Background: an optimization exercise with open tools, aiming at small area, a short achievable clock period and few clock cycles per item. Do not read the settings as production practice.
Only simulation tests tie the RTL to the original design; equivalence was not proved.

==> flow/design.v <==
module matrix_mac_engine #(
  parameter int DATA_WIDTH = 32,
  parameter int MAX_DIM = 4,
  parameter int ACC_WIDTH = 2*DATA_WIDTH + $clog2(MAX_DIM)
) (
  input  logic clk,
  input  logic rst_n,
  input  logic in_valid,
  output logic in_ready,
  input  logic [$clog2(MAX_DIM+1)-1:0] cfg_dim,
  input  logic [MAX_DIM-1:0][MAX_DIM-1:0][DATA_WIDTH-1:0] matrix_A,
  input  logic [MAX_DIM-1:0][MAX_DIM-1:0][DATA_WIDTH-1:0] matrix_B,
  output logic [MAX_DIM-1:0][MAX_DIM-1:0][DATA_WIDTH-1:0] matrix_C,
  output logic out_valid,
  input  logic out_ready,
  output logic busy
);
  localparam int CW = $clog2(MAX_DIM+1);
  localparam int IW = $clog2(MAX_DIM);
  localparam int PW = 2*DATA_WIDTH;
  typedef enum logic [1:0] {IDLE, CALC, DONE} state_t;
  state_t state;
  logic [MAX_DIM-1:0][MAX_DIM-1:0][DATA_WIDTH-1:0] a_r, b_r;
  logic [IW-1:0] i, j, k, n_m1;
  logic [ACC_WIDTH-1:0] acc, sum;
  logic [PW-1:0] prod;
  logic [DATA_WIDTH-1:0] res;
  logic [CW-1:0] dim;
  always_comb begin
    dim = (cfg_dim == '0 || cfg_dim > CW'(MAX_DIM)) ? CW'(MAX_DIM) : cfg_dim;
    prod = PW'(a_r[i][k]) * PW'(b_r[k][j]);
    sum = acc + ACC_WIDTH'(prod);
    res = sum[DATA_WIDTH-1:0];
  end
  always_ff @(posedge clk) begin
    if (!rst_n) begin
      state <= IDLE;
      in_ready <= 1'b1;
      out_valid <= 1'b0;
      busy <= 1'b0;
      matrix_C <= '0;
      acc <= '0;
      i <= '0;
      j <= '0;
      k <= '0;
    end else begin
      case (state)
        IDLE: if (in_valid) begin
          a_r <= matrix_A;
          b_r <= matrix_B;
          n_m1 <= IW'(dim - CW'(1));
          matrix_C <= '0;
          acc <= '0;
          i <= '0;
          j <= '0;
          k <= '0;
          state <= CALC;
          in_ready <= 1'b0;
          busy <= 1'b1;
        end
        CALC: if (k == n_m1) begin
          matrix_C[i][j] <= res;
          acc <= '0;
          k <= '0;
          if (j == n_m1) begin
            j <= '0;
            if (i == n_m1) begin
              i <= '0;
              state <= DONE;
              out_valid <= 1'b1;
            end else begin
              i <= i + IW'(1);
            end
          end else begin
            j <= j + IW'(1);
          end
        end else begin
          acc <= sum;
          k <= k + IW'(1);
        end
        DONE: if (out_ready) begin
          state <= IDLE;
          out_valid <= 1'b0;
          busy <= 1'b0;
          in_ready <= 1'b1;
        end
        default: state <= IDLE;
      endcase
    end
  end
endmodule
==> flow/run.sh <==
#!/bin/bash
# synth_recipe.tcl (not shown) runs the flow's synth.tcl, then flattens the netlist and writes it again
# the make line also repeats each setting of config.mk as NAME=value (left out here)
make -C /OpenROAD-flow-scripts/flow DESIGN_CONFIG=/design/flow/config.mk WORK_HOME=/design/flow/orfs CLKGATE_MAP_FILE= SYNTH_SCRIPT=/design/flow/synth_recipe.tcl finish
==> flow/config.mk <==
export PLATFORM = sky130hd
export DESIGN_NAME = matrix_mac_engine
export DESIGN_NICKNAME = matrix_mac_engine
export VERILOG_FILES = /design/flow/design.v
export SDC_FILE = /design/flow/constraint.sdc
export NUM_CORES = 4
export LEC_CHECK = 0
export CAP_MARGIN = 20
export CORE_MARGIN = 2
export CORE_UTILIZATION = 40
export SLEW_MARGIN = 20
==> flow/constraint.sdc <==
create_clock -name core_clock -period 12.0 [get_ports {clk}]
set_input_delay 2.4000 -clock core_clock [delete_from_list [all_inputs] [get_ports {clk}]]
set_output_delay 2.4000 -clock core_clock [all_outputs]
set_load 0.01 [all_outputs]
==> results.txt <==
-- sequential cells by signal, indices dropped and copies added (netlist names), 2 cells and up --
register / cells
state: 2
acc: 32
b_r: 512
i: 2
n_m1: 2
matrix_C: 512
k: 2
a_r: 512
j: 2
-- worst min-delay path, cell delays in order, from the launching register on --
cell,delay [ps]
sky130_fd_sc_hd__dfxtp_1,310
sky130_fd_sc_hd__nand3_1,50
sky130_fd_sc_hd__a21boi_0,60
-- metal layers --
| metal | part of all wire | GRT usage |
|---|---|---|
| met4 | 0.042 | 0.133 |
| met1 | 0.37 | 0.399 |
| met5 | 0.0013 | 0 |
| met3 | 0.088 | 0.0882 |
| met2 | 0.50 | 0.563 |
-- through the flow --
stage	hold WS, ps
floorplan	460
finish	473
global placement	460
CTS	475
global route	494
detailed placement	468
-- how the worst min path moves through the flow --
stage	cells after the start	slack (ps)	to	startpoint
2_1_floorplan	2	460	acc[30]$_SDFFE_PN0P_	acc[30]$_SDFFE_PN0P_
6_report	2	470	matrix_C[275]$_SDFFE_PN0P_	matrix_C[275]$_SDFFE_PN0P_
4_1_cts	2	480	matrix_C[268]$_SDFFE_PN0P_	matrix_C[268]$_SDFFE_PN0P_
3_3_place_gp	2	460	matrix_C[19]$_SDFFE_PN0P_	matrix_C[19]$_SDFFE_PN0P_
3_5_place_dp	2	470	matrix_C[275]$_SDFFE_PN0P_	matrix_C[275]$_SDFFE_PN0P_
5_1_grt	2	490	matrix_C[410]$_SDFFE_PN0P_	matrix_C[410]$_SDFFE_PN0P_
-- Yosys cell counts, types with 19 or more instances --
library cell / count / area share
sky130_fd_sc_hd__a22oi_1: 338 / 0.033
sky130_fd_sc_hd__dfxtp_1: 555 / 0.14
sky130_fd_sc_hd__and2_1: 57 / 0.0047
sky130_fd_sc_hd__a32oi_1: 61 / 0.0070
sky130_fd_sc_hd__buf_2: 28 / 0.0018
sky130_fd_sc_hd__a21oi_1: 63 / 0.0041
sky130_fd_sc_hd__a21boi_0: 98 / 0.0096
sky130_fd_sc_hd__edfxtp_1: 1026 / 0.40
sky130_fd_sc_hd__nand3_1: 195 / 0.013
sky130_fd_sc_hd__mux4_2: 254 / 0.075
sky130_fd_sc_hd__or2_2: 44 / 0.0036
sky130_fd_sc_hd__nand2b_1: 73 / 0.0060
sky130_fd_sc_hd__xor2_1: 19 / 0.0022
sky130_fd_sc_hd__xnor2_1: 64 / 0.0073
sky130_fd_sc_hd__buf_1: 29 / 0.0014
sky130_fd_sc_hd__nor2_1: 367 / 0.018
sky130_fd_sc_hd__mux2i_1: 31 / 0.0040
sky130_fd_sc_hd__ha_1: 133 / 0.022
sky130_fd_sc_hd__inv_1: 546 / 0.027
sky130_fd_sc_hd__clkbuf_1: 284 / 0.014
sky130_fd_sc_hd__o21ai_0: 60 / 0.0039
sky130_fd_sc_hd__fa_1: 438 / 0.11
sky130_fd_sc_hd__a21o_1: 19 / 0.0019
sky130_fd_sc_hd__nor2b_1: 411 / 0.034
sky130_fd_sc_hd__nand2_1: 391 / 0.019
sky130_fd_sc_hd__nor3_1: 20 / 0.0013
-- cell type report --
cell class,instances,share of cell area
Clock inverter,77,0.00643
Inverter,551,0.0204
Sequential cell,1581,0.415
Tap cell,2511,0.0311
Multi-Input combinational cell,3306,0.311
Clock buffer,232,0.0474
Timing Repair Buffer,1726,0.168
Antenna cell,41,0.00101
-- cells by family (layout without fill, tap and decap cells) --
| kind of cell | after synthesis | count (layout) |
|---|---|---|
| adder cells (fa/ha/maj) | 571 | 571 |
| flip-flops | 1581 | 1581 |
| XOR/XNOR | 91 | 91 |
| buffers and inverters | 930 | 2586 |
| AO/OA/AOI/OAI | 756 | 756 |
| multiplexers | 298 | 298 |
| AND/OR/NAND/NOR | 1590 | 1590 |
| other | 0 | 41 |
==> summary.txt <==
Capture point of the worst reg-to-reg path - matrix_C[319]$_SDFFE_PN0P_
Crit path buffers/inverters - 11
Post-CTS Setup Inserts - 0
Number of I/O pins - 1,546
Count of mapped cells out of synthesis - 5,817
Site Rows - 160
Clk slew on worst S/H paths - 60 ps
Routability-driven placement congestion ratio - 0.949
Max Clock Skew - 57.6 ps
Global-route total usage across every layer - 0.331
DRC violation count after routing - 0
Sequential element share of the synthesized area - 0.547
Total wirelength of the detailed-routed design - 328 mm
Worst r2r path cells - 35
Highest cell delay on the worst timing path - 860 ps
Number of fillers in the final layout - 16,300
Ratio of final minimum period to clock period - 0.913
Worst slew margin relative to its limit - 0.137
Post-layout utilization of the core - 0.532
Worst setup EP type - flop
Clock sink count - 1,581
Setup repair after global routing missed its margin - no
Post-route cell area - 101,000 µm²
Launching instance or port of the critical path - j[0]$_SDFFE_PN0P_
Upper clock frequency limit - 91.2 MHz
Combinational family with the most area after synthesis - adder cells
Maximum count of clock buffers along a single path - 3
Final count of negative-setup-slack endpoints - 0
Result of the run - no timing/DRC/antenna violations
Simple-gate share of the synthesized area - 0.102
Total standard cell area after synthesis - 76,600 µm²
Number of vias per cell after detailed routing - 5.51
Post-synth top flop - sky130_fd_sc_hd__edfxtp_1
Type of the worst min-delay path - flop to flop
Crit start category - flop
R2R setup slack - 1040 ps
Post-cts repair resize count - 0
Length of the first detailed-routing pass in iterations - 8
Aggregate global routing overflow - 0
Arrival time reported for the critical path endpoint - 11,720 ps
Non-filler cells, final - 10,000
DRT iter0 DRCs - 5,855
Area enclosed by the die boundary - 195,000 µm²
Combined area of the multi-input logic cells - 31,400 µm²
Area taken by flip-flops and latches - 41,900 µm²
Total instance count after detailed placement - 9,675
WP data required - 12,760 ps
Horiz. Die Dim - 442 µm
Number of synthesized flops with an enable pin - 1,026
Floorplan die height - 442 µm
Leading cell type in the layout, fill and taps excluded - sky130_fd_sc_hd__clkdlybuf4s50_1
Buffer cell driving the clock tree root - sky130_fd_sc_hd__clkbuf_16
RR Startpoint - j[0]$_SDFFE_PN0P_
Maximum net fanout on the critical path - 27
Path length in cells of the critical path - 35
Post-layout worst setup margin - 1040 ps
CP top delay family - adder cells
Largest net degree at the start of global routing - 279
Count of state elements after synthesis - 1,581
Slowest library cell on the worst path - sky130_fd_sc_hd__dfxtp_4
TritonCTS buffer count - 171
Effective utilization at floorplan - 0.403
Clock latency reported for the late side of the worst-skew pair - 870 ps
Area share of fa/ha/maj cells after synthesis - 0.136
Wire length of the first global-routing pass - 449 mm
Count of nets after finishing - 8,939
Compound-cell area share of the yosys netlist - 0.0715
Synthesis warning total - 1
Area Growth Syn to Fin - 32.0%
Mean cell area of the mapped netlist - 13.2 µm²
Core Area - 190,000 µm²
TritonCTS clock tree - built
Category of the critical setup timing path - flop to flop
Hold bufs inserted after CTS - 0
Half-perimeter wire length of the detailed placement result - 255 mm
Post-synthesis mux area share - 0.0814
Number of antenna violations at the first check in global routing - 106
Synth cell types - 78
Total of buffers placed on input and output ports - 1,545
Share of cells above drive strength 1 - 0.111
Xor and xnor area share after synthesis - 0.0118
Final-layout setup total negative slack - 0 ps
Standard cell area after detailed placement - 95,600 µm²
WL per Instance - 32.7 µm
Crit path time final - 10,960 ps
Antenna-violating nets left - 0
Top library cells by usage in the layout, fill and taps aside - sky130_fd_sc_hd__clkdlybuf4s50_1 (1,544), sky130_fd_sc_hd__edfxtp_1 (1,026), sky130_fd_sc_hd__dfxtp_1 (549)
Net count after synthesis - 7,419
CTS HTree Levels - 4
Total count of max-transition violations in the final report - 0
Hold violation total from the final report - 0
Vias in the first global route - 55,000
Transition time at the pin with the least slew margin - 1290 ps
Placement-stage worst setup slack - 992 ps
Vias after detailed routing - 55,200
FFs w/ async S/R, synth - 0
# Max-Cap Violations - 0
Crit-path most repeated cell - sky130_fd_sc_hd__fa_1
CP Capture Point - matrix_C[319]$_SDFFE_PN0P_
Testbench counts, summed over its fixed seeds: cycles 18,523, items 384.

-- what the ideal ports hide --
The flow's constraints put no driver on any port. The routed layout listed below was extracted and timed again, unchanged, in two steps.
Step 1, drivers: a clkbuf_16 drives clk and a buf_2 each remaining input, both assumed.
Step 2, shift: input delay + t, output delay - t, t = (earliest + latest rising clock arrival at the registers) / 2. This alone moves slack from input paths to output paths.
a / b / c = ideal ports / drivers / drivers and shift; a / b = the first two.
shift t [ns]: 0.936
setup WS [ns]: 1.041 / 1.041 / 1.041
worst setup path at the end: register to register
worst register clock-pin slew, ns: 0.08 / 0.08
After both steps this run still meets setup and hold. The setup slack of this run moves by 0.000 ns with the drivers and by 0.000 ns with both steps.
